This is an optimization exercise on Yosys and OpenROAD, whose aim is small area, not a production implementation. Only simulation tests tie the RTL to the original design; equivalence was not proved. Power figures rest on the tool's default switching activity, not on a simulated workload.

**flow/design.v**
```verilog
package spwm_pkg;
  localparam int ANGLE_W = 8;
  localparam int SPAN_W  = 12;
  localparam int TICK_W  = 16;
  localparam int PPS_W   = 8;
  localparam int PROD_W  = ANGLE_W + SPAN_W;
  localparam int S91_W   = 19;
  localparam int DEFAULT_MAX_ANGLE = 180;
  localparam logic [TICK_W-1:0] PERIOD_RST    = 16'd20000;
  localparam logic [TICK_W-1:0] MIN_PULSE_RST = 16'd500;
  localparam logic [SPAN_W-1:0] SPAN_RST      = 12'd1900;
  localparam logic [PPS_W-1:0]  PPS_RST       = 8'd50;
  localparam logic [S91_W-1:0]  S91_RST       = 19'd172900;   
  typedef enum logic [1:0] {
    CFG_PERIOD    = 2'd0,
    CFG_MIN_PULSE = 2'd1,
    CFG_SPAN      = 2'd2,
    CFG_PPS       = 2'd3
  } cfg_idx_t;
  typedef enum logic {
    FUNC_TICK = 1'b0,
    FUNC_MOVE = 1'b1
  } func_t;
endpackage
import spwm_pkg::*;
module spwm_width (
  input  logic [ANGLE_W-1:0] angle,
  input  logic [18:0]        s91,
  input  logic [TICK_W-1:0]  min_pulse,
  input  logic [TICK_W-1:0]  period_n,      
  output logic [TICK_W-1:0]  high_width_n   
);
  wire pp1, pp2, pp3, pp4, pp5, pp6, pp7, pp8, pp9, pp10, pp11, pp12, pp13, pp14, pp15, pp16, pp17, pp18, pp19, pp20, pp21, pp22, pp23, pp24, pp25, pp26, pp27, pp28, pp29, pp30, pp31, pp32, pp33, pp34, pp35, pp36, pp37, pp38, pp39, pp40, pp41, pp42, pp43, pp44, pp45, pp46, pp47, pp48, pp49, pp50, pp51, pp52, pp53, pp54, pp55, pp56, pp57, pp58, pp59, pp60, pp61, pp62, pp63, pp64, pp65, pp66, pp67, pp68, pp69, pp70, pp71, pp72, pp73, pp74, pp75, pp76, pp77, pp78, pp79, pp80, pp81, pp82, pp83, pp84, pp85, pp86, pp87, pp88, pp89, pp90, pp91, pp92, pp93, pp94, pp95, pp96, pp97, pp98, pp99, pp100, pp101, pp102, pp103, pp104, pp105, pp106, pp107, pp108, pp109, pp110, pp111, pp112, pp113, pp114, pp115, pp116, pp117, pp118, pp119, pp120, pp121, pp122, pp123, pp124, pp125, pp126, pp127, pp128, pp129, pp130, pp131, pp132, pp133, pp134, hs135, hc136, fs137, fc138, fs139, fc140, fs141, fc142, fs143, fc144, fs145, fc146, fs147, fc148, fs149, fc150, fs151, fc152, fs153, fc154, fs155, fc156, fs157, fc158, fs159, fc160, hs161, hc162, hs163, hc164, fs165, fc166, hs167, hc168, fs169, fc170, fs171, fc172, fs173, fc174, fs175, fc176, fs177, fc178, fs179, fc180, fs181, fc182, fs183, fc184, fs185, fc186, fs187, fc188, fs189, fc190, fs191, fc192, fs193, fc194, fs195, fc196, fs197, fc198, fs199, fc200, fs201, fc202, fs203, fc204, fs205, fc206, fs207, fc208, fs209, fc210, fs211, fc212, fs213, fc214, fs215, fc216, fs217, fc218, fs219, fc220, fs221, fc222, fs223, fc224, fs225, fc226, fs227, fc228, fs229, fc230, hs231, hc232, fs233, fc234, fs235, fc236, fs237, fc238, fs239, fc240, fs241, fc242, fs243, fc244, fs245, fc246, fs247, fc248, fs249, fc250, fs251, fc252, fs253, fc254, fs255, fc256, fs257, fc258, fs259, fc260, fs261, fc262, fs263, fc264, fs265, fc266, fs267, fc268, fs269, fc270, hs271, hc272, fs273, fc274, fs275, fc276, fs277, fc278, fs279, fc280, fs281, fc282, fs283, fc284, fs285, fc286, fs287, fc288, fs289, fc290, fs291, fc292, fs293, fc294, fs295, fc296, fs297, fc298, fs299, fc300, fs301, fc302, fs303, fc304, fs305, fc306, fs307, fc308, fs309, fc310, fs311, fc312, fs313, fc314;
  assign pp1 = ~(angle[0] & s91[0]);
  assign pp2 = ~(angle[0] & s91[1]);
  assign pp3 = ~(angle[0] & s91[2]);
  assign pp4 = ~(angle[0] & s91[3]);
  assign pp5 = ~(angle[0] & s91[4]);
  assign pp6 = ~(angle[0] & s91[5]);
  assign pp7 = ~(angle[0] & s91[6]);
  assign pp8 = ~(angle[0] & s91[7]);
  assign pp9 = ~(angle[0] & s91[8]);
  assign pp10 = ~(angle[0] & s91[9]);
  assign pp11 = ~(angle[0] & s91[10]);
  assign pp12 = ~(angle[0] & s91[11]);
  assign pp13 = ~(angle[0] & s91[12]);
  assign pp14 = ~(angle[0] & s91[13]);
  assign pp15 = ~(angle[0] & s91[14]);
  assign pp16 = ~(angle[0] & s91[15]);
  assign pp17 = ~(angle[0] & s91[16]);
  assign pp18 = ~(angle[0] & s91[17]);
  assign pp19 = ~(angle[0] & s91[18]);
  assign pp20 = ~(angle[1] & s91[0]);
  assign pp21 = ~(angle[1] & s91[1]);
  assign pp22 = ~(angle[1] & s91[2]);
  assign pp23 = ~(angle[1] & s91[3]);
  assign pp24 = ~(angle[1] & s91[4]);
  assign pp25 = ~(angle[1] & s91[5]);
  assign pp26 = ~(angle[1] & s91[6]);
  assign pp27 = ~(angle[1] & s91[7]);
  assign pp28 = ~(angle[1] & s91[8]);
  assign pp29 = ~(angle[1] & s91[9]);
  assign pp30 = ~(angle[1] & s91[10]);
  assign pp31 = ~(angle[1] & s91[11]);
  assign pp32 = ~(angle[1] & s91[12]);
  assign pp33 = ~(angle[1] & s91[13]);
  assign pp34 = ~(angle[1] & s91[14]);
  assign pp35 = ~(angle[1] & s91[15]);
  assign pp36 = ~(angle[1] & s91[16]);
  assign pp37 = ~(angle[1] & s91[17]);
  assign pp38 = ~(angle[1] & s91[18]);
  assign pp39 = ~(angle[2] & s91[0]);
  assign pp40 = ~(angle[2] & s91[1]);
  assign pp41 = ~(angle[2] & s91[2]);
  assign pp42 = ~(angle[2] & s91[3]);
  assign pp43 = ~(angle[2] & s91[4]);
  assign pp44 = ~(angle[2] & s91[5]);
  assign pp45 = ~(angle[2] & s91[6]);
  assign pp46 = ~(angle[2] & s91[7]);
  assign pp47 = ~(angle[2] & s91[8]);
  assign pp48 = ~(angle[2] & s91[9]);
  assign pp49 = ~(angle[2] & s91[10]);
  assign pp50 = ~(angle[2] & s91[11]);
  assign pp51 = ~(angle[2] & s91[12]);
  assign pp52 = ~(angle[2] & s91[13]);
  assign pp53 = ~(angle[2] & s91[14]);
  assign pp54 = ~(angle[2] & s91[15]);
  assign pp55 = ~(angle[2] & s91[16]);
  assign pp56 = ~(angle[2] & s91[17]);
  assign pp57 = ~(angle[2] & s91[18]);
  assign pp58 = ~(angle[3] & s91[0]);
  assign pp59 = ~(angle[3] & s91[1]);
  assign pp60 = ~(angle[3] & s91[2]);
  assign pp61 = ~(angle[3] & s91[3]);
  assign pp62 = ~(angle[3] & s91[4]);
  assign pp63 = ~(angle[3] & s91[5]);
  assign pp64 = ~(angle[3] & s91[6]);
  assign pp65 = ~(angle[3] & s91[7]);
  assign pp66 = ~(angle[3] & s91[8]);
  assign pp67 = ~(angle[3] & s91[9]);
  assign pp68 = ~(angle[3] & s91[10]);
  assign pp69 = ~(angle[3] & s91[11]);
  assign pp70 = ~(angle[3] & s91[12]);
  assign pp71 = ~(angle[3] & s91[13]);
  assign pp72 = ~(angle[3] & s91[14]);
  assign pp73 = ~(angle[3] & s91[15]);
  assign pp74 = ~(angle[3] & s91[16]);
  assign pp75 = ~(angle[3] & s91[17]);
  assign pp76 = ~(angle[3] & s91[18]);
  assign pp77 = ~(angle[4] & s91[0]);
  assign pp78 = ~(angle[4] & s91[1]);
  assign pp79 = ~(angle[4] & s91[2]);
  assign pp80 = ~(angle[4] & s91[3]);
  assign pp81 = ~(angle[4] & s91[4]);
  assign pp82 = ~(angle[4] & s91[5]);
  assign pp83 = ~(angle[4] & s91[6]);
  assign pp84 = ~(angle[4] & s91[7]);
  assign pp85 = ~(angle[4] & s91[8]);
  assign pp86 = ~(angle[4] & s91[9]);
  assign pp87 = ~(angle[4] & s91[10]);
  assign pp88 = ~(angle[4] & s91[11]);
  assign pp89 = ~(angle[4] & s91[12]);
  assign pp90 = ~(angle[4] & s91[13]);
  assign pp91 = ~(angle[4] & s91[14]);
  assign pp92 = ~(angle[4] & s91[15]);
  assign pp93 = ~(angle[4] & s91[16]);
  assign pp94 = ~(angle[4] & s91[17]);
  assign pp95 = ~(angle[4] & s91[18]);
  assign pp96 = ~(angle[5] & s91[0]);
  assign pp97 = ~(angle[5] & s91[1]);
  assign pp98 = ~(angle[5] & s91[2]);
  assign pp99 = ~(angle[5] & s91[3]);
  assign pp100 = ~(angle[5] & s91[4]);
  assign pp101 = ~(angle[5] & s91[5]);
  assign pp102 = ~(angle[5] & s91[6]);
  assign pp103 = ~(angle[5] & s91[7]);
  assign pp104 = ~(angle[5] & s91[8]);
  assign pp105 = ~(angle[5] & s91[9]);
  assign pp106 = ~(angle[5] & s91[10]);
  assign pp107 = ~(angle[5] & s91[11]);
  assign pp108 = ~(angle[5] & s91[12]);
  assign pp109 = ~(angle[5] & s91[13]);
  assign pp110 = ~(angle[5] & s91[14]);
  assign pp111 = ~(angle[5] & s91[15]);
  assign pp112 = ~(angle[5] & s91[16]);
  assign pp113 = ~(angle[5] & s91[17]);
  assign pp114 = ~(angle[5] & s91[18]);
  assign pp115 = ~(angle[6] & s91[0]);
  assign pp116 = ~((angle[7] & s91[0]) | (angle[6] & s91[1]));
  assign pp117 = ~((angle[7] & s91[1]) | (angle[6] & s91[2]));
  assign pp118 = ~((angle[7] & s91[2]) | (angle[6] & s91[3]));
  assign pp119 = ~((angle[7] & s91[3]) | (angle[6] & s91[4]));
  assign pp120 = ~((angle[7] & s91[4]) | (angle[6] & s91[5]));
  assign pp121 = ~((angle[7] & s91[5]) | (angle[6] & s91[6]));
  assign pp122 = ~((angle[7] & s91[6]) | (angle[6] & s91[7]));
  assign pp123 = ~((angle[7] & s91[7]) | (angle[6] & s91[8]));
  assign pp124 = ~((angle[7] & s91[8]) | (angle[6] & s91[9]));
  assign pp125 = ~((angle[7] & s91[9]) | (angle[6] & s91[10]));
  assign pp126 = ~((angle[7] & s91[10]) | (angle[6] & s91[11]));
  assign pp127 = ~((angle[7] & s91[11]) | (angle[6] & s91[12]));
  assign pp128 = ~((angle[7] & s91[12]) | (angle[6] & s91[13]));
  assign pp129 = ~((angle[7] & s91[13]) | (angle[6] & s91[14]));
  assign pp130 = ~((angle[7] & s91[14]) | (angle[6] & s91[15]));
  assign pp131 = ~((angle[7] & s91[15]) | (angle[6] & s91[16]));
  assign pp132 = ~((angle[7] & s91[16]) | (angle[6] & s91[17]));
  assign pp133 = ~((angle[7] & s91[17]) | (angle[6] & s91[18]));
  assign pp134 = ~(angle[7] & s91[18]);
  spwm_fa u_hs135 (.a(pp7), .b(pp25), .ci(1'b1), .s(hs135), .co(hc136));
  spwm_fa u_fs137 (.a(pp8), .b(pp26), .ci(pp44), .s(fs137), .co(fc138));
  spwm_fa u_fs139 (.a(pp9), .b(pp27), .ci(pp45), .s(fs139), .co(fc140));
  spwm_fa u_fs141 (.a(pp10), .b(pp28), .ci(pp46), .s(fs141), .co(fc142));
  spwm_fa u_fs143 (.a(pp11), .b(pp29), .ci(pp47), .s(fs143), .co(fc144));
  spwm_fa u_fs145 (.a(pp12), .b(pp30), .ci(pp48), .s(fs145), .co(fc146));
  spwm_fa u_fs147 (.a(pp13), .b(pp31), .ci(pp49), .s(fs147), .co(fc148));
  spwm_fa u_fs149 (.a(pp14), .b(pp32), .ci(pp50), .s(fs149), .co(fc150));
  spwm_fa u_fs151 (.a(pp15), .b(pp33), .ci(pp51), .s(fs151), .co(fc152));
  spwm_fa u_fs153 (.a(pp16), .b(pp34), .ci(pp52), .s(fs153), .co(fc154));
  spwm_fa u_fs155 (.a(pp17), .b(pp35), .ci(pp53), .s(fs155), .co(fc156));
  spwm_fa u_fs157 (.a(pp18), .b(pp36), .ci(pp54), .s(fs157), .co(fc158));
  spwm_fa u_fs159 (.a(pp19), .b(pp37), .ci(pp55), .s(fs159), .co(fc160));
  spwm_fa u_hs161 (.a(pp38), .b(pp56), .ci(1'b1), .s(hs161), .co(hc162));
  spwm_fa u_hs163 (.a(pp5), .b(pp23), .ci(1'b1), .s(hs163), .co(hc164));
  spwm_fa u_fs165 (.a(pp6), .b(pp24), .ci(pp42), .s(fs165), .co(fc166));
  spwm_fa u_hs167 (.a(pp60), .b(pp78), .ci(1'b1), .s(hs167), .co(hc168));
  spwm_fa u_fs169 (.a(pp43), .b(pp61), .ci(pp79), .s(fs169), .co(fc170));
  spwm_fa u_fs171 (.a(pp97), .b(pp115), .ci(hs135), .s(fs171), .co(fc172));
  spwm_fa u_fs173 (.a(pp62), .b(pp80), .ci(pp98), .s(fs173), .co(fc174));
  spwm_fa u_fs175 (.a(pp116), .b(fs137), .ci(hc136), .s(fs175), .co(fc176));
  spwm_fa u_fs177 (.a(pp63), .b(pp81), .ci(pp99), .s(fs177), .co(fc178));
  spwm_fa u_fs179 (.a(pp117), .b(fs139), .ci(fc138), .s(fs179), .co(fc180));
  spwm_fa u_fs181 (.a(pp64), .b(pp82), .ci(pp100), .s(fs181), .co(fc182));
  spwm_fa u_fs183 (.a(pp118), .b(fs141), .ci(fc140), .s(fs183), .co(fc184));
  spwm_fa u_fs185 (.a(pp65), .b(pp83), .ci(pp101), .s(fs185), .co(fc186));
  spwm_fa u_fs187 (.a(pp119), .b(fs143), .ci(fc142), .s(fs187), .co(fc188));
  spwm_fa u_fs189 (.a(pp66), .b(pp84), .ci(pp102), .s(fs189), .co(fc190));
  spwm_fa u_fs191 (.a(pp120), .b(fs145), .ci(fc144), .s(fs191), .co(fc192));
  spwm_fa u_fs193 (.a(pp67), .b(pp85), .ci(pp103), .s(fs193), .co(fc194));
  spwm_fa u_fs195 (.a(pp121), .b(fs147), .ci(fc146), .s(fs195), .co(fc196));
  spwm_fa u_fs197 (.a(pp68), .b(pp86), .ci(pp104), .s(fs197), .co(fc198));
  spwm_fa u_fs199 (.a(pp122), .b(fs149), .ci(fc148), .s(fs199), .co(fc200));
  spwm_fa u_fs201 (.a(pp69), .b(pp87), .ci(pp105), .s(fs201), .co(fc202));
  spwm_fa u_fs203 (.a(pp123), .b(fs151), .ci(fc150), .s(fs203), .co(fc204));
  spwm_fa u_fs205 (.a(pp70), .b(pp88), .ci(pp106), .s(fs205), .co(fc206));
  spwm_fa u_fs207 (.a(pp124), .b(fs153), .ci(fc152), .s(fs207), .co(fc208));
  spwm_fa u_fs209 (.a(pp71), .b(pp89), .ci(pp107), .s(fs209), .co(fc210));
  spwm_fa u_fs211 (.a(pp125), .b(fs155), .ci(fc154), .s(fs211), .co(fc212));
  spwm_fa u_fs213 (.a(pp72), .b(pp90), .ci(pp108), .s(fs213), .co(fc214));
  spwm_fa u_fs215 (.a(pp126), .b(fs157), .ci(fc156), .s(fs215), .co(fc216));
  spwm_fa u_fs217 (.a(pp73), .b(pp91), .ci(pp109), .s(fs217), .co(fc218));
  spwm_fa u_fs219 (.a(pp127), .b(fs159), .ci(fc158), .s(fs219), .co(fc220));
  spwm_fa u_fs221 (.a(pp74), .b(pp92), .ci(pp110), .s(fs221), .co(fc222));
  spwm_fa u_fs223 (.a(pp128), .b(hs161), .ci(fc160), .s(fs223), .co(fc224));
  spwm_fa u_fs225 (.a(pp57), .b(pp75), .ci(pp93), .s(fs225), .co(fc226));
  spwm_fa u_fs227 (.a(pp111), .b(pp129), .ci(hc162), .s(fs227), .co(fc228));
  spwm_fa u_fs229 (.a(pp76), .b(pp94), .ci(pp112), .s(fs229), .co(fc230));
  spwm_fa u_hs231 (.a(pp4), .b(pp22), .ci(1'b1), .s(hs231), .co(hc232));
  spwm_fa u_fs233 (.a(pp41), .b(pp59), .ci(pp77), .s(fs233), .co(fc234));
  spwm_fa u_fs235 (.a(pp96), .b(fs165), .ci(hs167), .s(fs235), .co(fc236));
  spwm_fa u_fs237 (.a(fs169), .b(fs171), .ci(fc166), .s(fs237), .co(fc238));
  spwm_fa u_fs239 (.a(fs173), .b(fs175), .ci(fc170), .s(fs239), .co(fc240));
  spwm_fa u_fs241 (.a(fs177), .b(fs179), .ci(fc174), .s(fs241), .co(fc242));
  spwm_fa u_fs243 (.a(fs181), .b(fs183), .ci(fc178), .s(fs243), .co(fc244));
  spwm_fa u_fs245 (.a(fs185), .b(fs187), .ci(fc182), .s(fs245), .co(fc246));
  spwm_fa u_fs247 (.a(fs189), .b(fs191), .ci(fc186), .s(fs247), .co(fc248));
  spwm_fa u_fs249 (.a(fs193), .b(fs195), .ci(fc190), .s(fs249), .co(fc250));
  spwm_fa u_fs251 (.a(fs197), .b(fs199), .ci(fc194), .s(fs251), .co(fc252));
  spwm_fa u_fs253 (.a(fs201), .b(fs203), .ci(fc198), .s(fs253), .co(fc254));
  spwm_fa u_fs255 (.a(fs205), .b(fs207), .ci(fc202), .s(fs255), .co(fc256));
  spwm_fa u_fs257 (.a(fs209), .b(fs211), .ci(fc206), .s(fs257), .co(fc258));
  spwm_fa u_fs259 (.a(fs213), .b(fs215), .ci(fc210), .s(fs259), .co(fc260));
  spwm_fa u_fs261 (.a(fs217), .b(fs219), .ci(fc214), .s(fs261), .co(fc262));
  spwm_fa u_fs263 (.a(fs221), .b(fs223), .ci(fc218), .s(fs263), .co(fc264));
  spwm_fa u_fs265 (.a(fs225), .b(fs227), .ci(fc222), .s(fs265), .co(fc266));
  spwm_fa u_fs267 (.a(pp130), .b(fs229), .ci(fc226), .s(fs267), .co(fc268));
  spwm_fa u_fs269 (.a(pp95), .b(pp113), .ci(pp131), .s(fs269), .co(fc270));
  spwm_fa u_hs271 (.a(pp3), .b(pp21), .ci(1'b1), .s(hs271), .co(hc272));
  spwm_fa u_fs273 (.a(pp40), .b(pp58), .ci(hs231), .s(fs273), .co(fc274));
  spwm_fa u_fs275 (.a(hs163), .b(fs233), .ci(hc232), .s(fs275), .co(fc276));
  spwm_fa u_fs277 (.a(hc164), .b(fs235), .ci(fc234), .s(fs277), .co(fc278));
  spwm_fa u_fs279 (.a(hc168), .b(fs237), .ci(fc236), .s(fs279), .co(fc280));
  spwm_fa u_fs281 (.a(fc172), .b(fs239), .ci(fc238), .s(fs281), .co(fc282));
  spwm_fa u_fs283 (.a(fc176), .b(fs241), .ci(fc240), .s(fs283), .co(fc284));
  spwm_fa u_fs285 (.a(fc180), .b(fs243), .ci(fc242), .s(fs285), .co(fc286));
  spwm_fa u_fs287 (.a(fc184), .b(fs245), .ci(fc244), .s(fs287), .co(fc288));
  spwm_fa u_fs289 (.a(fc188), .b(fs247), .ci(fc246), .s(fs289), .co(fc290));
  spwm_fa u_fs291 (.a(fc192), .b(fs249), .ci(fc248), .s(fs291), .co(fc292));
  spwm_fa u_fs293 (.a(fc196), .b(fs251), .ci(fc250), .s(fs293), .co(fc294));
  spwm_fa u_fs295 (.a(fc200), .b(fs253), .ci(fc252), .s(fs295), .co(fc296));
  spwm_fa u_fs297 (.a(fc204), .b(fs255), .ci(fc254), .s(fs297), .co(fc298));
  spwm_fa u_fs299 (.a(fc208), .b(fs257), .ci(fc256), .s(fs299), .co(fc300));
  spwm_fa u_fs301 (.a(fc212), .b(fs259), .ci(fc258), .s(fs301), .co(fc302));
  spwm_fa u_fs303 (.a(fc216), .b(fs261), .ci(fc260), .s(fs303), .co(fc304));
  spwm_fa u_fs305 (.a(fc220), .b(fs263), .ci(fc262), .s(fs305), .co(fc306));
  spwm_fa u_fs307 (.a(fc224), .b(fs265), .ci(fc264), .s(fs307), .co(fc308));
  spwm_fa u_fs309 (.a(fc228), .b(fs267), .ci(fc266), .s(fs309), .co(fc310));
  spwm_fa u_fs311 (.a(fc230), .b(fs269), .ci(fc268), .s(fs311), .co(fc312));
  spwm_fa u_fs313 (.a(pp114), .b(pp132), .ci(fc270), .s(fs313), .co(fc314));
  wire [25:0] ra = {~pp134, ~pp133, ~fs313, ~fs311, ~fs309, ~fs307, ~fs305, ~fs303, ~fs301, ~fs299, ~fs297, ~fs295, ~fs293, ~fs291, ~fs289, ~fs287, ~fs285, ~fs283, ~fs281, ~fs279, ~fs277, ~fs275, ~fs273, ~pp39, ~pp2, ~pp1};
  wire [25:0] rb = {1'b0, ~fc314, ~fc312, ~fc310, ~fc308, ~fc306, ~fc304, ~fc302, ~fc300, ~fc298, ~fc296, ~fc294, ~fc292, ~fc290, ~fc288, ~fc286, ~fc284, ~fc282, ~fc280, ~fc278, ~fc276, ~fc274, ~hc272, ~hs271, ~pp20, 1'b0};
  wire [26:0] v;
  wire vag0_0 = ra[0] & rb[0];
  wire vap0_0 = ra[0] ^ rb[0];
  wire vag1_1 = ra[1] & rb[1];
  wire vap1_1 = ra[1] ^ rb[1];
  wire vag2_2 = ra[2] & rb[2];
  wire vap2_2 = ra[2] ^ rb[2];
  wire vag3_3 = ra[3] & rb[3];
  wire vap3_3 = ra[3] ^ rb[3];
  wire vag4_4 = ra[4] & rb[4];
  wire vap4_4 = ra[4] ^ rb[4];
  wire vag5_5 = ra[5] & rb[5];
  wire vap5_5 = ra[5] ^ rb[5];
  wire vag6_6 = ra[6] & rb[6];
  wire vap6_6 = ra[6] ^ rb[6];
  wire vag7_7 = ra[7] & rb[7];
  wire vap7_7 = ra[7] ^ rb[7];
  wire vag8_8 = ra[8] & rb[8];
  wire vap8_8 = ra[8] ^ rb[8];
  wire vag9_9 = ra[9] & rb[9];
  wire vap9_9 = ra[9] ^ rb[9];
  wire vag10_10 = ra[10] & rb[10];
  wire vap10_10 = ra[10] ^ rb[10];
  wire vag11_11 = ra[11] & rb[11];
  wire vap11_11 = ra[11] ^ rb[11];
  wire vag12_12 = ra[12] & rb[12];
  wire vap12_12 = ra[12] ^ rb[12];
  wire vag13_13 = ra[13] & rb[13];
  wire vap13_13 = ra[13] ^ rb[13];
  wire vag14_14 = ra[14] & rb[14];
  wire vap14_14 = ra[14] ^ rb[14];
  wire vag15_15 = ra[15] & rb[15];
  wire vap15_15 = ra[15] ^ rb[15];
  wire vag16_16 = ra[16] & rb[16];
  wire vap16_16 = ra[16] ^ rb[16];
  wire vag17_17 = ra[17] & rb[17];
  wire vap17_17 = ra[17] ^ rb[17];
  wire vag18_18 = ra[18] & rb[18];
  wire vap18_18 = ra[18] ^ rb[18];
  wire vag19_19 = ra[19] & rb[19];
  wire vap19_19 = ra[19] ^ rb[19];
  wire vag20_20 = ra[20] & rb[20];
  wire vap20_20 = ra[20] ^ rb[20];
  wire vag21_21 = ra[21] & rb[21];
  wire vap21_21 = ra[21] ^ rb[21];
  wire vag22_22 = ra[22] & rb[22];
  wire vap22_22 = ra[22] ^ rb[22];
  wire vag23_23 = ra[23] & rb[23];
  wire vap23_23 = ra[23] ^ rb[23];
  wire vag24_24 = ra[24] & rb[24];
  wire vap24_24 = ra[24] ^ rb[24];
  wire vag25_25 = ra[25] & rb[25];
  wire vap25_25 = ra[25] ^ rb[25];
  wire vag0_1 = vag1_1 | (vap1_1 & vag0_0);
  wire vap0_1 = vap1_1 & vap0_0;
  wire vag2_3 = vag3_3 | (vap3_3 & vag2_2);
  wire vap2_3 = vap3_3 & vap2_2;
  wire vag4_5 = vag5_5 | (vap5_5 & vag4_4);
  wire vap4_5 = vap5_5 & vap4_4;
  wire vag6_7 = vag7_7 | (vap7_7 & vag6_6);
  wire vap6_7 = vap7_7 & vap6_6;
  wire vag8_9 = vag9_9 | (vap9_9 & vag8_8);
  wire vap8_9 = vap9_9 & vap8_8;
  wire vag10_11 = vag11_11 | (vap11_11 & vag10_10);
  wire vap10_11 = vap11_11 & vap10_10;
  wire vag12_13 = vag13_13 | (vap13_13 & vag12_12);
  wire vap12_13 = vap13_13 & vap12_12;
  wire vag14_15 = vag15_15 | (vap15_15 & vag14_14);
  wire vap14_15 = vap15_15 & vap14_14;
  wire vag16_17 = vag17_17 | (vap17_17 & vag16_16);
  wire vap16_17 = vap17_17 & vap16_16;
  wire vag18_19 = vag19_19 | (vap19_19 & vag18_18);
  wire vap18_19 = vap19_19 & vap18_18;
  wire vag20_21 = vag21_21 | (vap21_21 & vag20_20);
  wire vap20_21 = vap21_21 & vap20_20;
  wire vag22_23 = vag23_23 | (vap23_23 & vag22_22);
  wire vap22_23 = vap23_23 & vap22_22;
  wire vag24_25 = vag25_25 | (vap25_25 & vag24_24);
  wire vap24_25 = vap25_25 & vap24_24;
  wire vag0_3 = vag2_3 | (vap2_3 & vag0_1);
  wire vap0_3 = vap2_3 & vap0_1;
  wire vag4_7 = vag6_7 | (vap6_7 & vag4_5);
  wire vap4_7 = vap6_7 & vap4_5;
  wire vag8_11 = vag10_11 | (vap10_11 & vag8_9);
  wire vap8_11 = vap10_11 & vap8_9;
  wire vag12_15 = vag14_15 | (vap14_15 & vag12_13);
  wire vap12_15 = vap14_15 & vap12_13;
  wire vag16_19 = vag18_19 | (vap18_19 & vag16_17);
  wire vap16_19 = vap18_19 & vap16_17;
  wire vag20_23 = vag22_23 | (vap22_23 & vag20_21);
  wire vap20_23 = vap22_23 & vap20_21;
  wire vag0_7 = vag4_7 | (vap4_7 & vag0_3);
  wire vap0_7 = vap4_7 & vap0_3;
  wire vag8_15 = vag12_15 | (vap12_15 & vag8_11);
  wire vap8_15 = vap12_15 & vap8_11;
  wire vag16_23 = vag20_23 | (vap20_23 & vag16_19);
  wire vap16_23 = vap20_23 & vap16_19;
  wire vag0_15 = vag8_15 | (vap8_15 & vag0_7);
  wire vap0_15 = vap8_15 & vap0_7;
  wire vag0_23 = vag16_23 | (vap16_23 & vag0_15);
  wire vap0_23 = vap16_23 & vap0_15;
  wire vag0_11 = vag8_11 | (vap8_11 & vag0_7);
  wire vap0_11 = vap8_11 & vap0_7;
  wire vag0_19 = vag16_19 | (vap16_19 & vag0_15);
  wire vap0_19 = vap16_19 & vap0_15;
  wire vag0_5 = vag4_5 | (vap4_5 & vag0_3);
  wire vap0_5 = vap4_5 & vap0_3;
  wire vag0_9 = vag8_9 | (vap8_9 & vag0_7);
  wire vap0_9 = vap8_9 & vap0_7;
  wire vag0_13 = vag12_13 | (vap12_13 & vag0_11);
  wire vap0_13 = vap12_13 & vap0_11;
  wire vag0_17 = vag16_17 | (vap16_17 & vag0_15);
  wire vap0_17 = vap16_17 & vap0_15;
  wire vag0_21 = vag20_21 | (vap20_21 & vag0_19);
  wire vap0_21 = vap20_21 & vap0_19;
  wire vag0_25 = vag24_25 | (vap24_25 & vag0_23);
  wire vap0_25 = vap24_25 & vap0_23;
  wire vag0_2 = vag2_2 | (vap2_2 & vag0_1);
  wire vap0_2 = vap2_2 & vap0_1;
  wire vag0_4 = vag4_4 | (vap4_4 & vag0_3);
  wire vap0_4 = vap4_4 & vap0_3;
  wire vag0_6 = vag6_6 | (vap6_6 & vag0_5);
  wire vap0_6 = vap6_6 & vap0_5;
  wire vag0_8 = vag8_8 | (vap8_8 & vag0_7);
  wire vap0_8 = vap8_8 & vap0_7;
  wire vag0_10 = vag10_10 | (vap10_10 & vag0_9);
  wire vap0_10 = vap10_10 & vap0_9;
  wire vag0_12 = vag12_12 | (vap12_12 & vag0_11);
  wire vap0_12 = vap12_12 & vap0_11;
  wire vag0_14 = vag14_14 | (vap14_14 & vag0_13);
  wire vap0_14 = vap14_14 & vap0_13;
  wire vag0_16 = vag16_16 | (vap16_16 & vag0_15);
  wire vap0_16 = vap16_16 & vap0_15;
  wire vag0_18 = vag18_18 | (vap18_18 & vag0_17);
  wire vap0_18 = vap18_18 & vap0_17;
  wire vag0_20 = vag20_20 | (vap20_20 & vag0_19);
  wire vap0_20 = vap20_20 & vap0_19;
  wire vag0_22 = vag22_22 | (vap22_22 & vag0_21);
  wire vap0_22 = vap22_22 & vap0_21;
  wire vag0_24 = vag24_24 | (vap24_24 & vag0_23);
  wire vap0_24 = vap24_24 & vap0_23;
  assign v = {vag0_25, vap25_25 ^ vag0_24, vap24_24 ^ vag0_23, vap23_23 ^ vag0_22, vap22_22 ^ vag0_21, vap21_21 ^ vag0_20, vap20_20 ^ vag0_19, vap19_19 ^ vag0_18, vap18_18 ^ vag0_17, vap17_17 ^ vag0_16, vap16_16 ^ vag0_15, vap15_15 ^ vag0_14, vap14_14 ^ vag0_13, vap13_13 ^ vag0_12, vap12_12 ^ vag0_11, vap11_11 ^ vag0_10, vap10_10 ^ vag0_9, vap9_9 ^ vag0_8, vap8_8 ^ vag0_7, vap7_7 ^ vag0_6, vap6_6 ^ vag0_5, vap5_5 ^ vag0_4, vap4_4 ^ vag0_3, vap3_3 ^ vag0_2, vap2_2 ^ vag0_1, vap1_1 ^ vag0_0, vap0_0 ^ 1'b0};
  wire [11:0] h = v[25:14];
  wire [11:0] l = v[13:2];
  wire [11:0] g1 = h & l;
  wire [11:0] p1 = h | l;
  wire [5:0]  g2, p2;
  wire [2:0]  g3, p3;
  for (genvar k = 0; k < 6; k++) begin : g_t2
    assign g2[k] = g1[2*k+1] | (p1[2*k+1] & g1[2*k]);
    assign p2[k] = p1[2*k+1] & p1[2*k];
  end
  for (genvar k = 0; k < 3; k++) begin : g_t3
    assign g3[k] = g2[2*k+1] | (p2[2*k+1] & g2[2*k]);
    assign p3[k] = p2[2*k+1] & p2[2*k];
  end
  wire c = g3[2] | (p3[2] & (g3[1] | (p3[1] & (g3[0] | p3[0]))));
  wire [16:0] sum;
  wire sag0_0 = min_pulse[0] & h[0];
  wire sap0_0 = min_pulse[0] ^ h[0];
  wire sag1_1 = min_pulse[1] & h[1];
  wire sap1_1 = min_pulse[1] ^ h[1];
  wire sag2_2 = min_pulse[2] & h[2];
  wire sap2_2 = min_pulse[2] ^ h[2];
  wire sag3_3 = min_pulse[3] & h[3];
  wire sap3_3 = min_pulse[3] ^ h[3];
  wire sag4_4 = min_pulse[4] & h[4];
  wire sap4_4 = min_pulse[4] ^ h[4];
  wire sag5_5 = min_pulse[5] & h[5];
  wire sap5_5 = min_pulse[5] ^ h[5];
  wire sag6_6 = min_pulse[6] & h[6];
  wire sap6_6 = min_pulse[6] ^ h[6];
  wire sag7_7 = min_pulse[7] & h[7];
  wire sap7_7 = min_pulse[7] ^ h[7];
  wire sag8_8 = min_pulse[8] & h[8];
  wire sap8_8 = min_pulse[8] ^ h[8];
  wire sag9_9 = min_pulse[9] & h[9];
  wire sap9_9 = min_pulse[9] ^ h[9];
  wire sag10_10 = min_pulse[10] & h[10];
  wire sap10_10 = min_pulse[10] ^ h[10];
  wire sag11_11 = min_pulse[11] & h[11];
  wire sap11_11 = min_pulse[11] ^ h[11];
  wire sag12_12 = min_pulse[12] & 1'b0;
  wire sap12_12 = min_pulse[12] ^ 1'b0;
  wire sag13_13 = min_pulse[13] & 1'b0;
  wire sap13_13 = min_pulse[13] ^ 1'b0;
  wire sag14_14 = min_pulse[14] & 1'b0;
  wire sap14_14 = min_pulse[14] ^ 1'b0;
  wire sag15_15 = min_pulse[15] & 1'b0;
  wire sap15_15 = min_pulse[15] ^ 1'b0;
  wire sag0_1 = sag1_1 | (sap1_1 & sag0_0);
  wire sap0_1 = sap1_1 & sap0_0;
  wire sag2_3 = sag3_3 | (sap3_3 & sag2_2);
  wire sap2_3 = sap3_3 & sap2_2;
  wire sag4_5 = sag5_5 | (sap5_5 & sag4_4);
  wire sap4_5 = sap5_5 & sap4_4;
  wire sag6_7 = sag7_7 | (sap7_7 & sag6_6);
  wire sap6_7 = sap7_7 & sap6_6;
  wire sag8_9 = sag9_9 | (sap9_9 & sag8_8);
  wire sap8_9 = sap9_9 & sap8_8;
  wire sag10_11 = sag11_11 | (sap11_11 & sag10_10);
  wire sap10_11 = sap11_11 & sap10_10;
  wire sag12_13 = sag13_13 | (sap13_13 & sag12_12);
  wire sap12_13 = sap13_13 & sap12_12;
  wire sag14_15 = sag15_15 | (sap15_15 & sag14_14);
  wire sap14_15 = sap15_15 & sap14_14;
  wire sag0_3 = sag2_3 | (sap2_3 & sag0_1);
  wire sap0_3 = sap2_3 & sap0_1;
  wire sag4_7 = sag6_7 | (sap6_7 & sag4_5);
  wire sap4_7 = sap6_7 & sap4_5;
  wire sag8_11 = sag10_11 | (sap10_11 & sag8_9);
  wire sap8_11 = sap10_11 & sap8_9;
  wire sag12_15 = sag14_15 | (sap14_15 & sag12_13);
  wire sap12_15 = sap14_15 & sap12_13;
  wire sag0_7 = sag4_7 | (sap4_7 & sag0_3);
  wire sap0_7 = sap4_7 & sap0_3;
  wire sag8_15 = sag12_15 | (sap12_15 & sag8_11);
  wire sap8_15 = sap12_15 & sap8_11;
  wire sag0_15 = sag8_15 | (sap8_15 & sag0_7);
  wire sap0_15 = sap8_15 & sap0_7;
  wire sag0_11 = sag8_11 | (sap8_11 & sag0_7);
  wire sap0_11 = sap8_11 & sap0_7;
  wire sag0_5 = sag4_5 | (sap4_5 & sag0_3);
  wire sap0_5 = sap4_5 & sap0_3;
  wire sag0_9 = sag8_9 | (sap8_9 & sag0_7);
  wire sap0_9 = sap8_9 & sap0_7;
  wire sag0_13 = sag12_13 | (sap12_13 & sag0_11);
  wire sap0_13 = sap12_13 & sap0_11;
  wire sag0_2 = sag2_2 | (sap2_2 & sag0_1);
  wire sap0_2 = sap2_2 & sap0_1;
  wire sag0_4 = sag4_4 | (sap4_4 & sag0_3);
  wire sap0_4 = sap4_4 & sap0_3;
  wire sag0_6 = sag6_6 | (sap6_6 & sag0_5);
  wire sap0_6 = sap6_6 & sap0_5;
  wire sag0_8 = sag8_8 | (sap8_8 & sag0_7);
  wire sap0_8 = sap8_8 & sap0_7;
  wire sag0_10 = sag10_10 | (sap10_10 & sag0_9);
  wire sap0_10 = sap10_10 & sap0_9;
  wire sag0_12 = sag12_12 | (sap12_12 & sag0_11);
  wire sap0_12 = sap12_12 & sap0_11;
  wire sag0_14 = sag14_14 | (sap14_14 & sag0_13);
  wire sap0_14 = sap14_14 & sap0_13;
  assign sum = {(sag0_15 | (sap0_15 & c)), sap15_15 ^ (sag0_14 | (sap0_14 & c)), sap14_14 ^ (sag0_13 | (sap0_13 & c)), sap13_13 ^ (sag0_12 | (sap0_12 & c)), sap12_12 ^ (sag0_11 | (sap0_11 & c)), sap11_11 ^ (sag0_10 | (sap0_10 & c)), sap10_10 ^ (sag0_9 | (sap0_9 & c)), sap9_9 ^ (sag0_8 | (sap0_8 & c)), sap8_8 ^ (sag0_7 | (sap0_7 & c)), sap7_7 ^ (sag0_6 | (sap0_6 & c)), sap6_6 ^ (sag0_5 | (sap0_5 & c)), sap5_5 ^ (sag0_4 | (sap0_4 & c)), sap4_4 ^ (sag0_3 | (sap0_3 & c)), sap3_3 ^ (sag0_2 | (sap0_2 & c)), sap2_2 ^ (sag0_1 | (sap0_1 & c)), sap1_1 ^ (sag0_0 | (sap0_0 & c)), sap0_0 ^ c};
  wire [16:0] rs;
  wire [16:0] rc;
  spwm_ha u_room0 (.a(period_n[0]), .b(min_pulse[0]), .s(rs[0]), .co(rc[1]));
  for (genvar k = 1; k < 16; k++) begin : g_room
    spwm_fa u_room (.a(period_n[k]), .b(min_pulse[k]), .ci(rc[k]), .s(rs[k]), .co(rc[k+1]));
  end
  assign rs[16] = rc[16];
  wire        room_neg = rs[16];
  wire        room_big = ~&rs[15:12];
  wire [12:0] gt;
  assign gt[0] = 1'b0;
  for (genvar k = 0; k < 12; k++) begin : g_gt
    assign gt[k+1] = (h[k] & rs[k]) | (h[k] & gt[k]) | (rs[k] & gt[k]);
  end
  wire        h_gt = gt[12];
  wire        h_eq = &(h ^ rs[11:0]);
  wire        over = room_neg | (!room_big & (h_gt | (c & h_eq)));
  assign high_width_n = over ? period_n : ~sum[15:0];
endmodule
module spwm_fa (
  input  logic a,
  input  logic b,
  input  logic ci,
  output logic s,
  output logic co
);
  assign s  = a ^ b ^ ci;
  assign co = (a & b) | (ci & (a ^ b));
endmodule
module spwm_ha (
  input  logic a,
  input  logic b,
  output logic s,
  output logic co
);
  assign s  = a ^ b;
  assign co = a & b;
endmodule
module spwm_maj (
  input  logic a,
  input  logic b,
  input  logic c,
  output logic y
);
  assign y = (a & b) | (a & c) | (b & c);
endmodule
import spwm_pkg::*;
module servo_pwm_sweep_generator (
  input  logic        clk,
  input  logic        rst_n,
  input  logic        in_tvalid,
  output logic        in_tready,
  input  logic [15:0] in_tdata,
  input  logic        in_tuser,
  output logic        out_tvalid,
  input  logic        out_tready,
  output logic [15:0] out_tdata,
  input  logic        cfg_valid,
  output logic        cfg_ready,
  input  logic [1:0]  cfg_index,
  input  logic [15:0] cfg_data
);
  function automatic logic [7:0] step8(input logic [7:0] a, input logic up,
                                       input logic en);
    logic [7:0] r;
    logic       c;
    integer     i;
    begin
      c = en;
      for (i = 0; i < 8; i = i + 1) begin
        r[i] = a[i] ^ c;
        c    = c & ~(a[i] ^ up);
      end
      step8 = r;
    end
  endfunction
  function automatic logic [7:0] clamp180(input logic [7:0] x);
    logic gt;
    begin
      gt = x[7] & (x[6] | (x[5] & x[4] & (x[3] | (x[2] & (x[1] | x[0])))));
      clamp180 = gt ? 8'd180 : x;
    end
  endfunction
  logic [S91_W-1:0] s91_new;
  wire ts1, tc2, ts3, tc4, ts5, tc6, ts7, tc8, ts9, tc10, ts11, tc12;
  wire ts13, tc14, ts15, tc16, ts17, tc18, ts19, tc20, ts21, tc22, ts23, tc24;
  wire ts25, tc26, ts27, tc28, ts29, tc30, ts31, tc32, ts33, tc34, ts35, tc36;
  wire ts37, tc38, ts39, tc40, ts41, tc42, ts43, tc44, ts45, tc46, ts47, tc48;
  wire ts49, tc50, ts51, tc52, ts53, tc54, ts55, tc56, ts57, tc58, ts59, tc60;
  wire ts61, tc62, ts63, tc64, ts65, tc66, ts67, tc68, ts69, tc70, ts71, tc72;
  wire ts73, tc74, ts75, tc76, ts77, tc78, ts79, tc80, ts81, tc82, ts83, tc84;
  wire ts85, tc86, ts87, tc88, ts89, tc90, ts91, tc92, ts93, tc94, ts95, tc96;
  spwm_ha u_ts1 (.a(cfg_data[0]), .b(cfg_data[2]), .s(ts1), .co(tc2));
  spwm_fa u_ts3 (.a(cfg_data[1]), .b(cfg_data[3]), .ci(cfg_data[4]), .s(ts3), .co(tc4));
  spwm_fa u_ts5 (.a(cfg_data[2]), .b(cfg_data[4]), .ci(cfg_data[5]), .s(ts5), .co(tc6));
  spwm_fa u_ts7 (.a(cfg_data[3]), .b(cfg_data[5]), .ci(cfg_data[6]), .s(ts7), .co(tc8));
  spwm_fa u_ts9 (.a(cfg_data[4]), .b(cfg_data[6]), .ci(cfg_data[7]), .s(ts9), .co(tc10));
  spwm_fa u_ts11 (.a(cfg_data[5]), .b(cfg_data[7]), .ci(cfg_data[8]), .s(ts11), .co(tc12));
  spwm_ha u_ts13 (.a(cfg_data[6]), .b(cfg_data[8]), .s(ts13), .co(tc14));
  spwm_ha u_ts15 (.a(cfg_data[0]), .b(cfg_data[1]), .s(ts15), .co(tc16));
  spwm_fa u_ts17 (.a(cfg_data[1]), .b(cfg_data[2]), .ci(cfg_data[4]), .s(ts17), .co(tc18));
  spwm_fa u_ts19 (.a(cfg_data[3]), .b(cfg_data[5]), .ci(cfg_data[6]), .s(ts19), .co(tc20));
  spwm_fa u_ts21 (.a(cfg_data[6]), .b(cfg_data[7]), .ci(ts3), .s(ts21), .co(tc22));
  spwm_fa u_ts23 (.a(cfg_data[7]), .b(cfg_data[8]), .ci(ts5), .s(ts23), .co(tc24));
  spwm_fa u_ts25 (.a(cfg_data[8]), .b(cfg_data[9]), .ci(ts7), .s(ts25), .co(tc26));
  spwm_fa u_ts27 (.a(cfg_data[9]), .b(cfg_data[10]), .ci(ts9), .s(ts27), .co(tc28));
  spwm_fa u_ts29 (.a(cfg_data[10]), .b(cfg_data[11]), .ci(ts11), .s(ts29), .co(tc30));
  spwm_fa u_ts31 (.a(cfg_data[9]), .b(cfg_data[11]), .ci(ts13), .s(ts31), .co(tc32));
  spwm_fa u_ts33 (.a(cfg_data[7]), .b(cfg_data[9]), .ci(cfg_data[10]), .s(ts33), .co(tc34));
  spwm_ha u_ts35 (.a(cfg_data[8]), .b(cfg_data[10]), .s(ts35), .co(tc36));
  spwm_ha u_ts37 (.a(cfg_data[0]), .b(cfg_data[2]), .s(ts37), .co(tc38));
  spwm_fa u_ts39 (.a(cfg_data[3]), .b(cfg_data[4]), .ci(ts15), .s(ts39), .co(tc40));
  spwm_fa u_ts41 (.a(cfg_data[5]), .b(ts17), .ci(tc16), .s(ts41), .co(tc42));
  spwm_fa u_ts43 (.a(ts1), .b(ts19), .ci(tc18), .s(ts43), .co(tc44));
  spwm_fa u_ts45 (.a(tc2), .b(ts21), .ci(tc20), .s(ts45), .co(tc46));
  spwm_fa u_ts47 (.a(tc4), .b(ts23), .ci(tc22), .s(ts47), .co(tc48));
  spwm_fa u_ts49 (.a(tc6), .b(ts25), .ci(tc24), .s(ts49), .co(tc50));
  spwm_fa u_ts51 (.a(tc8), .b(ts27), .ci(tc26), .s(ts51), .co(tc52));
  spwm_fa u_ts53 (.a(tc10), .b(ts29), .ci(tc28), .s(ts53), .co(tc54));
  spwm_fa u_ts55 (.a(tc12), .b(ts31), .ci(tc30), .s(ts55), .co(tc56));
  spwm_fa u_ts57 (.a(tc14), .b(ts33), .ci(tc32), .s(ts57), .co(tc58));
  spwm_fa u_ts59 (.a(cfg_data[11]), .b(ts35), .ci(tc34), .s(ts59), .co(tc60));
  spwm_fa u_ts61 (.a(cfg_data[9]), .b(cfg_data[11]), .ci(tc36), .s(ts61), .co(tc62));
  spwm_ha u_ts63 (.a(cfg_data[0]), .b(cfg_data[1]), .s(ts63), .co(tc64));
  spwm_fa u_ts65 (.a(cfg_data[1]), .b(cfg_data[2]), .ci(tc64), .s(ts65), .co(tc66));
  spwm_fa u_ts67 (.a(cfg_data[3]), .b(ts37), .ci(tc66), .s(ts67), .co(tc68));
  spwm_fa u_ts69 (.a(ts39), .b(tc38), .ci(tc68), .s(ts69), .co(tc70));
  spwm_fa u_ts71 (.a(ts41), .b(tc40), .ci(tc70), .s(ts71), .co(tc72));
  spwm_fa u_ts73 (.a(ts43), .b(tc42), .ci(tc72), .s(ts73), .co(tc74));
  spwm_fa u_ts75 (.a(ts45), .b(tc44), .ci(tc74), .s(ts75), .co(tc76));
  spwm_fa u_ts77 (.a(ts47), .b(tc46), .ci(tc76), .s(ts77), .co(tc78));
  spwm_fa u_ts79 (.a(ts49), .b(tc48), .ci(tc78), .s(ts79), .co(tc80));
  spwm_fa u_ts81 (.a(ts51), .b(tc50), .ci(tc80), .s(ts81), .co(tc82));
  spwm_fa u_ts83 (.a(ts53), .b(tc52), .ci(tc82), .s(ts83), .co(tc84));
  spwm_fa u_ts85 (.a(ts55), .b(tc54), .ci(tc84), .s(ts85), .co(tc86));
  spwm_fa u_ts87 (.a(ts57), .b(tc56), .ci(tc86), .s(ts87), .co(tc88));
  spwm_fa u_ts89 (.a(ts59), .b(tc58), .ci(tc88), .s(ts89), .co(tc90));
  spwm_fa u_ts91 (.a(ts61), .b(tc60), .ci(tc90), .s(ts91), .co(tc92));
  spwm_fa u_ts93 (.a(cfg_data[10]), .b(tc62), .ci(tc92), .s(ts93), .co(tc94));
  spwm_ha u_ts95 (.a(cfg_data[11]), .b(tc94), .s(ts95), .co(tc96));
  assign s91_new = {tc96, ts95, ts93, ts91, ts89, ts87, ts85, ts83, ts81, ts79, ts77, ts75, ts73, ts71, ts69, ts67, ts65, ts63, cfg_data[0]};
  logic [TICK_W-1:0]  period_n, min_pulse_r;
  logic [S91_W-1:0]   s91_r;      
  logic [PPS_W-1:0]   pps_n;
  logic [TICK_W-1:0]  tick_r;
  logic [PPS_W-1:0]   pcount_r;
  logic [ANGLE_W-1:0] angle_r, goal_n;
  logic [TICK_W-1:0]  width_n;
  logic               moving_r;
  logic               out_valid_r, pin_r, reject_r, stepped_r;
  logic               up_r;       
  logic               in_acc, is_move, move_ok, tick_mv;
  logic [ANGLE_W-1:0] start_cl, target_cl, a_step, a_load, shown;
  logic [TICK_W:0]    tick_inc;
  logic [PPS_W-1:0]   pcount_inc;
  logic               wrap, pwrap, at_goal, up, step, stop;
  logic [TICK_W-1:0]  new_width_n;
  logic               pin_lt;
  assign cfg_ready  = 1'b1;
  assign in_tready  = !out_valid_r || out_tready;
  assign in_acc     = in_tvalid && in_tready;
  assign is_move    = in_tuser;
  assign move_ok    = is_move && !moving_r;
  assign tick_mv    = !is_move && moving_r;
  assign start_cl   = clamp180(in_tdata[7:0]);
  assign target_cl  = clamp180(in_tdata[15:8]);
  logic [TICK_W:0] tick_cy;
  logic [PPS_W:0]  pcount_cy;
  assign tick_inc[0]   = ~tick_r[0];
  assign tick_cy[1]    = tick_r[0];
  assign pcount_inc[0] = ~pcount_r[0];
  assign pcount_cy[1]  = pcount_r[0];
  for (genvar i = 1; i < TICK_W; i++) begin : g_tick_inc
    spwm_ha u_ha (.a(tick_r[i]), .b(tick_cy[i]), .s(tick_inc[i]), .co(tick_cy[i+1]));
  end
  assign tick_inc[TICK_W] = tick_cy[TICK_W];
  for (genvar i = 1; i < PPS_W; i++) begin : g_pcount_inc
    spwm_ha u_ha (.a(pcount_r[i]), .b(pcount_cy[i]), .s(pcount_inc[i]), .co(pcount_cy[i+1]));
  end
  logic [TICK_W:0]    wrap_nb, pin_nb;
  logic [PPS_W:0]     pwrap_nb;
  logic [ANGLE_W:0]   up_nb;
  logic [ANGLE_W-1:0] target_n;
  assign wrap_nb[0]  = 1'b1;
  assign pin_nb[0]   = 1'b1;
  assign pwrap_nb[0] = 1'b1;
  assign up_nb[0]    = 1'b1;
  for (genvar i = 0; i < TICK_W; i++) begin : g_cmp16
    spwm_maj u_wrap (.a(tick_inc[i]), .b(period_n[i]), .c(wrap_nb[i]), .y(wrap_nb[i+1]));
    spwm_maj u_pin  (.a(tick_r[i]),   .b(width_n[i]),  .c(pin_nb[i]),  .y(pin_nb[i+1]));
  end
  for (genvar i = 0; i < PPS_W; i++) begin : g_cmp8
    spwm_maj u_pwrap (.a(pcount_inc[i]), .b(pps_n[i]),  .c(pwrap_nb[i]), .y(pwrap_nb[i+1]));
    spwm_maj u_up    (.a(start_cl[i]),   .b(target_n[i]), .c(up_nb[i]),  .y(up_nb[i+1]));
  end
  assign wrap       = tick_inc[TICK_W] | wrap_nb[TICK_W];
  assign pwrap      = pwrap_nb[PPS_W];
  assign pin_lt     = ~pin_nb[TICK_W];
  assign at_goal    = &(angle_r ^ goal_n);
  assign target_n   = ~target_cl;
  assign up         = up_r;
  assign step       = tick_mv && wrap && pwrap && !at_goal;
  assign stop       = tick_mv && wrap && pwrap && at_goal;
  assign a_step     = step8(angle_r, up, 1'b1);
  assign a_load     = is_move ? start_cl : a_step;
  spwm_width u_width (
    .angle      (a_load),
    .s91        (s91_r),
    .min_pulse  (min_pulse_r),
    .period_n   (period_n),
    .high_width_n (new_width_n)
  );
  always_ff @(posedge clk) begin
    if (!rst_n) begin
      period_n    <= ~PERIOD_RST;
      min_pulse_r <= MIN_PULSE_RST;
      s91_r       <= S91_RST;
      pps_n       <= ~PPS_RST;
    end else if (cfg_valid) begin
      case (cfg_index)
        CFG_PERIOD:    period_n    <= ~cfg_data;
        CFG_MIN_PULSE: min_pulse_r <= cfg_data;
        CFG_SPAN:      s91_r       <= s91_new;
        default:       pps_n       <= ~cfg_data[PPS_W-1:0];
      endcase
    end
  end
  always_ff @(posedge clk) begin
    if (!rst_n) begin
      moving_r    <= 1'b0;
      angle_r     <= '0;
      out_valid_r <= 1'b0;
    end else begin
      out_valid_r <= in_acc || (out_valid_r && !out_tready);
      if (in_acc) begin
        if (move_ok) begin
          moving_r <= 1'b1;
          angle_r  <= start_cl;
        end else if (stop) begin
          moving_r <= 1'b0;
        end else if (step) begin
          angle_r  <= a_step;
        end
      end
    end
  end
  always_ff @(posedge clk) begin
    if (in_acc) begin
      if (move_ok) begin
        goal_n   <= target_n;
        up_r     <= ~up_nb[ANGLE_W];
        tick_r   <= '0;
        pcount_r <= '0;
      end else if (tick_mv) begin
        if (wrap) begin
          tick_r   <= '0;
          pcount_r <= pwrap ? '0 : pcount_inc;
        end else begin
          tick_r   <= tick_inc[TICK_W-1:0];
        end
      end
      if (move_ok || step) width_n <= new_width_n;
      pin_r     <= tick_mv && pin_lt;
      reject_r  <= is_move && moving_r;
      stepped_r <= step;
    end
  end
  assign shown = step8(angle_r, !up_r, stepped_r);
  assign out_tvalid = out_valid_r;
  assign out_tdata  = {5'b0, reject_r, moving_r, shown, pin_r};
endmodule
```
**flow/standard.sh**
```bash
#!/bin/bash
# synth_recipe.tcl (not shown) runs the flow's synth.tcl, then flattens the netlist and writes it again
# the make line also repeats each setting of config.mk as NAME=value (left out here)
make -C /OpenROAD-flow-scripts/flow DESIGN_CONFIG=/design/flow/config.mk WORK_HOME=/design/flow/orfs CLKGATE_MAP_FILE= SYNTH_SCRIPT=/design/flow/synth_recipe.tcl "${@:-finish}"
```
**flow/constraint.sdc**
```tcl
create_clock -name core_clock -period 12.0 [get_ports {clk}]
set_input_delay 2.4000 -clock core_clock [delete_from_list [all_inputs] [get_ports {clk}]]
set_output_delay 2.4000 -clock core_clock [all_outputs]
set_load 0.01 [all_outputs]
```
**flow/flow/run.sh**
```bash
#!/bin/bash
# The standard layout with three changes to how it is made: the port buffers
# that buffer_ports puts on every input and output are the smallest buffer
# cell, the buffers synthesis inserted are removed at floorplan (the resizer
# buffers again where needed), and after global routing the resizer downsizes
# cells on paths with slack to spare. Each tool's full output goes to a log
# file of its own in this folder (ORFS's own step logs stay under orfs/logs/).
set -euo pipefail
export BUFFER_PORTS_ARGS="-buffer_cell sky130_fd_sc_hd__buf_1"
export REMOVE_ABC_BUFFERS=1
export RECOVER_POWER=100
bash standard.sh finish > standard_flow.log 2>&1
```
**flow/config.mk**
```make
export PLATFORM = sky130hd
export DESIGN_NAME = servo_pwm_sweep_generator
export DESIGN_NICKNAME = servo_pwm_sweep_generator
export VERILOG_FILES = /design/flow/design.v
export SDC_FILE = /design/flow/constraint.sdc
export NUM_CORES = 4
export LEC_CHECK = 0
export CAP_MARGIN = 20
export CORE_MARGIN = 2
export CORE_UTILIZATION = 40
export CTS_BUF_LIST = sky130_fd_sc_hd__clkbuf_8
export SLEW_MARGIN = 20
export SYNTH_HIERARCHICAL = 1
```
==> results.json, run 1 <==
{
  "die_w_um": 177.3,
  "grtUsageMet2": 0.3105,
  "die_h_um": 177.3,
  "grt_max_degree": 35,
  "use_met3": 0.03651,
  "drive_above_1_share": 0.07588,
  "ys_seq_elements": 121,
  "crit_path_end_kind": "register",
  "crit_path_frequent_cell": "fa_1",
  "crit-reg2reg-launch": "up_r",
  "avgSynthCellArea_um2": 9.849,
  "p_leak_nw": 5.079,
  "crit_slowest_cell": "clkbuf_1",
  "ant_nets": 0,
  "tightest_slew_ns": 1.738,
  "overflow": 0,
  "max_freq_mhz": 95.16,
  "outcome": "failed layout checks",
  "synth_top_area_frac": 0.2651,
  "grt_use_total": 0.1926,
  "ctsResizeCount": 0,
  "worstSetupPathDepth": 32,
  "r2r-end": "width_n[15]",
  "cp_max_fo": 18,
  "fin_nets": 1517,
  "grt_util_met1": 0.2690,
  "fill_cells": 2894,
  "area_growth_pct": 6.700,
  "hp-class": "reg2reg",
  "rows": 63,
  "drc": 0,
  "antenna_found_initial": 0,
  "postCtsSetupBuffers": 0,
  "grt_pass1_vias": 8800,
  "ys_top_cells_by_area": "fa_1 27%, edfxtp_1 13%, dfxtp_1 12%, ha_1 8.2%, nand2_1 7.3%",
  "crit_arrival_ns": 10.72,
  "gp_congestion": 0.9113,
  "min_period_ns": 10.51,
  "hold_violations": 0,
  "multi_input_area_um2": 8443,
  "cts_buffer_depth": 2,
  "via_count": 8760,
  "setup-tns-final_ns": 0,
  "slew-limit-headroom": -0.1585,
  "async_flop_share": 0,
  "tritoncts": "built",
  "min_period_over_period": 0.8757,
  "n_antenna_cell": 0,
  "clkSinkCount": 121,
  "synth_top_area_cell": "fa_1",
  "yosys_warnings": 7,
  "cp-start-kind": "primary input",
  "reg2reg_depth": 32,
  "dieArea_um2": 31420,
  "worstPathRequired_ns": 12.21,
  "initial_core_util": 0.4062,
  "critPathBufInv": 4,
  "core_um2": 29560,
  "vias_per_cell": 5.335,
  "grt-busiest-layer": "met2",
  "clock_skew_ns": 0.01549,
  "rsz0062_at_grt": "false",
  "cpLargestDelayFamily": "adder cells",
  "check.faults": "max-capacitance violations, max-slew violations",
  "drtIter0Drc": 614,
  "synth-edff-count": 52,
  "htreeDepth": 4,
  "wl_per_cell_um": 17.31,
  "setup_viol": 0,
  "yosysSeqAreaShare": 0.2451,
  "synth_area_um2": 12010,
  "rrSetupSlack_ns": 3.39,
  "worst_path_largest_cell_delay_ns": 0.67,
  "holdBufCountCts": 0,
  "port_buffers": 52,
  "ir_drop_mv": 0.1767,
  "power.density_nw_per_um2": 319.3,
  "crit_type": "in2reg",
  "worst_skew_pair.late_latency_ns": 0.46,
  "first_pass_iters": 6,
  "critPathLaunch": "in_tdata[3]",
  "top_level_ports": 59,
  "synth_cell_types": 72,
  "pre_cts_ws_ns": 1.607,
  "cts_buffers": 17,
  "seqCellArea_um2": 2943,
  "hpwl_um": 22680,
  "setup_slack_ns": 1.491,
  "grt_first_pass_wirelength_um": 46910,
  "synthCells": 1219,
  "root_buffer": "clkbuf_8",
  "synth-main-ff-cell": "dfxtp_1",
  "wirelength_um": 28420,
  "worstSetupEndpoint": "width_n[15]",
  "clk_pin_slew_ns": 0.08,
  "finalMaxSlewViolations": 49,
  "cap_violations": 2
}
## synthesized netlist by cell type, types with 4 or more instances
library cell  count
mux2i_1           5
a21o_1           18
a211oi_1         11
inv_1            74
ha_1             79
o21a_1            4
a22oi_1          19
edfxtp_1         52
buf_2             5
nand4_1           9
and3_1            4
o21bai_1          4
buf_1            16
buf_4            13
nand3_1          20
and2_1           30
nand2_1         233
o21ai_0          23
dfxtp_1          69
mux2_2            8
o211ai_1         22
nor3_1           13
maj3_2           50
xnor2_1          29
clkbuf_1         38
a21oi_1          70
xor2_1           19
fa_1            159
nand2b_1          8
nor2_1           52
## worst min-delay path by stage
stage	from	to	slack, ns	cells after the start
final	pps_n[3]	pps_n[3]	0.50	2
after global routing	pps_n[3]	pps_n[3]	0.52	2
after CTS	pps_n[2]	pps_n[2]	0.50	2
after detailed placement	pps_n[2]	pps_n[2]	0.49	2
after global placement	pps_n[3]	pps_n[3]	0.48	2
after floorplan	pps_n[0]	pps_n[0]	0.46	2
## layer usage
metal	vias to the layer above	share of wire
met3	33	0.056
li1	4133	-
met2	260	0.47
met1	4334	0.46
met4	0	0.016
met5	-	0
## flip-flops by register name, summed over array words and instances (netlist names)
signal	count
pcount_r	8
pin_r	1
reject_r	1
goal_n	8
period_n	16
out_valid_r	1
pps_n	8
s91_r	19
stepped_r	1
tick_r	16
min_pulse_r	16
width_n	16
up_r	1
angle_r	8
moving_r	1
## placed cells by master (no fill, tap or decap), drive strengths merged, types with 21 or more instances in the layout
master	n
a21oi	72
o211ai	23
dfxtp	69
nand3	21
buf	54
clkbuf	27
inv	76
nor2	52
o21ai	27
and2	30
fa	159
nand2	233
edfxtp	52
ha	79
maj3	50
xnor2	31
## power breakdown
group	internal, W	switching (W)
clock	0.000202	0.000173
sequential	0.000560	0.0000467
combinational	0.00134	0.00177
## area by class of cell
cell class | count | area share
multi-input combinational | 960 | 0.6591
sequential | 121 | 0.2297
tap | 390 | 0.03809
inverter | 75 | 0.02197
timing repair buffer | 64 | 0.02051
clock buffer | 17 | 0.01826
clock inverter | 15 | 0.01240
## Yosys stat by module (local to each module, per instance)
module / cell area (um^2) / flops+latches / cells inside
servo_pwm_sweep_generator: 5135 / 121 / 515
spwm_ha: 12.51 / 0 / 1
spwm_fa: 20.02 / 0 / 1
spwm_maj: 11.26 / 0 / 1
spwm_width: 3033 / 0 / 480
## worst register-to-register path: cells and delay by family (launching register included)
family,cells,cell delay [ns]
multiplexers,1,0.26
buffers and inverters,3,0.50
flip-flops,1,0.61
AND/OR/NAND/NOR,5,1.19
XOR/XNOR,2,0.26
adder cells (fa/ha/maj),6,2.61
AO/OA/AOI/OAI,15,2.93
## kinds of logic (layout without fill, tap and decap cells)
family | count (synthesis) | after routing | share of synthesized area
AOI/OAI and AO/OA | 202 | 202 | 0.1122
xor gates and xnor gates | 50 | 50 | 0.03772
adders and majority gates | 288 | 288 | 0.3943
buffers and inverters | 151 | 171 | 0.05450
DFF | 121 | 121 | 0.2451
muxes | 13 | 13 | 0.01167
other | 3 | 16 | 0.0009378
and+or+nand+nor | 391 | 391 | 0.1435
## metrics by stage
step	area, um^2	cells	power (W)	utilization	hold slack [ns]
after floorplan	11680	1156	0.002983	-	0.4620
after global placement	12470	1610	0.003686	0.4218	0.4801
after detailed placement	12470	1610	0.003719	0.4218	0.4851
after CTS	12860	1642	0.004118	0.4350	0.4999
after global routing	12810	1642	0.004506	0.4334	0.5162
final	12810	1642	0.004091	0.4334	0.4956
==> run 2: changes to the inputs <==
==> flow/flow/run.sh (replaced) <==
#!/bin/bash
# The standard layout with three changes to how it is made: the port buffers
# that buffer_ports puts on every input and output are the smallest buffer
# cell, the buffers synthesis inserted are removed at floorplan (the resizer
# buffers again where needed).
# Each tool's full output goes to a log
# file of its own in this folder (ORFS's own step logs stay under orfs/logs/).
set -euo pipefail
export BUFFER_PORTS_ARGS="-buffer_cell sky130_fd_sc_hd__buf_1"
export REMOVE_ABC_BUFFERS=1
bash standard.sh finish > standard_flow.log 2>&1
==> results.json, run 2 <==
{
  "yosys_warnings": 7,
  "power.density_nw_per_um2": 318.7,
  "yosysSeqAreaShare": 0.2451,
  "wirelength_um": 28500,
  "die_w_um": 177.3,
  "critPathBufInv": 4,
  "async_flop_share": 0,
  "top_register": "s91_r",
  "synth_area_um2": 12010,
  "overflow": 0,
  "cts_buffer_depth": 2,
  "crit_arrival_ns": 10.22,
  "finalMaxSlewViolations": 0,
  "cp-start-kind": "primary input",
  "synth-edff-count": 52,
  "antenna_found_initial": 0,
  "ctsResizeCount": 0,
  "largest_register_ff_count": 19,
  "fill_cells": 2876,
  "fin_area_um2": 12860,
  "p_total_w": 0.004101,
  "crit_slowest_cell": "fa_1",
  "fin_nets": 1517,
  "tritoncts": "built",
  "clkSinkCount": 121,
  "wl_per_cell_um": 17.36,
  "die_h_um": 177.3,
  "crit_path_frequent_cell": "fa_1",
  "critPathLaunch": "in_tdata[3]",
  "crit-reg2reg-launch": "up_r",
  "crit_path_end_kind": "register",
  "synth_cell_types": 72,
  "via_count": 8725,
  "hpwl_um": 22680,
  "min_period_over_period": 0.8336,
  "cap_violations": 0,
  "worstPathRequired_ns": 12.21,
  "synthTopCellsByCount": "233 x nand2_1, 159 x fa_1, 79 x ha_1, 74 x inv_1, 70 x a21oi_1",
  "grt_use_total": 0.1926,
  "rows": 63,
  "cts_buffers": 17,
  "clk_pin_slew_ns": 0.08,
  "top_level_ports": 59,
  "setup-tns-final_ns": 0,
  "outcome": "no timing/DRC/antenna violations",
  "clock_skew_ns": 0.01955,
  "worst_skew_pair.late_latency_ns": 0.46,
  "p_leak_nw": 5.131,
  "final_common_cell": "nand2_1",
  "max_freq_mhz": 99.97,
  "grt_first_pass_wirelength_um": 46910,
  "setup_viol": 0,
  "synth-main-ff-cell": "dfxtp_1",
  "crit_type": "in2reg",
  "hold_violations": 0,
  "drive_above_1_share": 0.09824,
  "postCtsSetupBuffers": 0,
  "tightest_slew_ns": 0.9527,
  "synth_top_area_frac": 0.2651,
  "ys_seq_elements": 121,
  "dpl_cell_area_um2": 12470,
  "synthCells": 1219,
  "dieArea_um2": 31420,
  "cp_max_fo": 18,
  "cpLargestDelayFamily": "adder cells",
  "synth_top_area_cell": "fa_1",
  "worst_path_largest_cell_delay_ns": 0.64,
  "drc": 0,
  "rsz0062_at_grt": "false",
  "n_antenna_cell": 0,
  "final_cell_mix": "233 x nand2_1, 159 x fa_1, 79 x ha_1, 75 x inv_1, 70 x a21oi_1",
  "min_from": "pps_n[3]",
  "grt_pass1_vias": 8800,
  "root_buffer": "clkbuf_8",
  "hp-class": "reg2reg",
  "first_pass_iters": 5,
  "ys_top_cells_by_area": "fa_1 27%, edfxtp_1 13%, dfxtp_1 12%, ha_1 8.2%, nand2_1 7.3%",
  "avgSynthCellArea_um2": 9.849,
  "port_buffers": 52,
  "initial_core_util": 0.4062,
  "ir_drop_mv": 0.1773,
  "slew-limit-headroom": 0.3649,
  "vias_per_cell": 5.314,
  "gp_congestion": 0.9113,
  "min_period_ns": 10.00,
  "area_growth_pct": 7.148,
  "core_um2": 29560,
  "holdBufCountCts": 0,
  "grt_max_degree": 35,
  "yosysMostFrequentCell": "nand2_1",
  "ant_nets": 0,
  "drtIter0Drc": 603,
  "htreeDepth": 4
}
[run 2: path summary, 6_finish.rpt]
path	to	slack [ns]	cells after the start
max	width_n[15]	2.00	32
min	pps_n[3]	0.50	2
max reg2reg	width_n[15]	3.39	30
min reg2reg	pps_n[3]	0.50	2
[run 2: final cells by class]
class	count	area [um^2]	area share
Sequential cell	121	2943	0.2287
Clock buffer	17	234.0	0.01819
Timing Repair Buffer	64	285.3	0.02217
Multi-Input combinational cell	960	8474	0.6587
Clock inverter	15	158.9	0.01235
Inverter	75	281.5	0.02188
Tap cell	390	488.0	0.03793
[run 2: report_power, final]
part	leakage [nW]	total [W]	switching [W]	internal, W
sequential	1.05	0.000607	0.0000469	0.000560
clock	0.203	0.000376	0.000174	0.000202
combinational	3.88	0.00312	0.00178	0.00134
total	5.13	0.00410	0.00200	0.00210
[run 2: through the flow]
stage / cells / worst slack [ns] / hold slack, ns / util
2_1_floorplan: 1156 / 1.868 / 0.4620 / -
4_1_cts: 1642 / 2.018 / 0.4999 / 0.4350
5_1_grt: 1642 / 1.331 / 0.5162 / 0.4352
6_report: 1642 / 1.997 / 0.4956 / 0.4352
3_5_place_dp: 1610 / 1.607 / 0.4851 / 0.4218
3_3_place_gp: 1610 / 1.686 / 0.4801 / 0.4218
[run 2: logic make-up (layout without fill, tap and decap cells)]
| kind of cell | count (synthesis) | after routing | share of synthesized area |
|---|---|---|---|
| AO/OA/AOI/OAI | 202 | 202 | 0.1122 |
| XOR/XNOR | 50 | 50 | 0.03772 |
| flip-flops | 121 | 121 | 0.2451 |
| buffers and inverters | 151 | 171 | 0.05450 |
| other | 3 | 16 | 0.0009378 |
| adder cells (fa/ha/maj) | 288 | 288 | 0.3943 |
| AND/OR/NAND/NOR | 391 | 391 | 0.1435 |
| multiplexers | 13 | 13 | 0.01167 |
[run 2: Yosys stat by module, one instance, submodules excluded]
module,cells inside,times used
spwm_fa,1,146
spwm_maj,1,48
spwm_width,480,1
spwm_ha,1,30
servo_pwm_sweep_generator,515,1
[run 2: layer usage]
layer	GRT usage	wire (um)	vias to the layer above
met3	0.03651	1497	28
li1	-	-	4137
met5	0	0	-
met1	0.2690	13200	4308
met4	0.04372	396	0
met2	0.3105	13410	252
[run 2: worst min-delay path, delay by kind of cell, from the launching register on]
| family | cells | cell delay [ns] |
|---|---|---|
| flops | 1 | 0.31 |
| simple gates | 1 | 0.05 |
| compound gates | 1 | 0.07 |

Check on run 2: ideal ports give 1.997 ns setup slack; a clkbuf_16 on the clock port and buf_2 on the inputs give 2.013 ns; moving port delays by the midpoint clock arrival (0.490 ns) as well gives 1.523 ns.
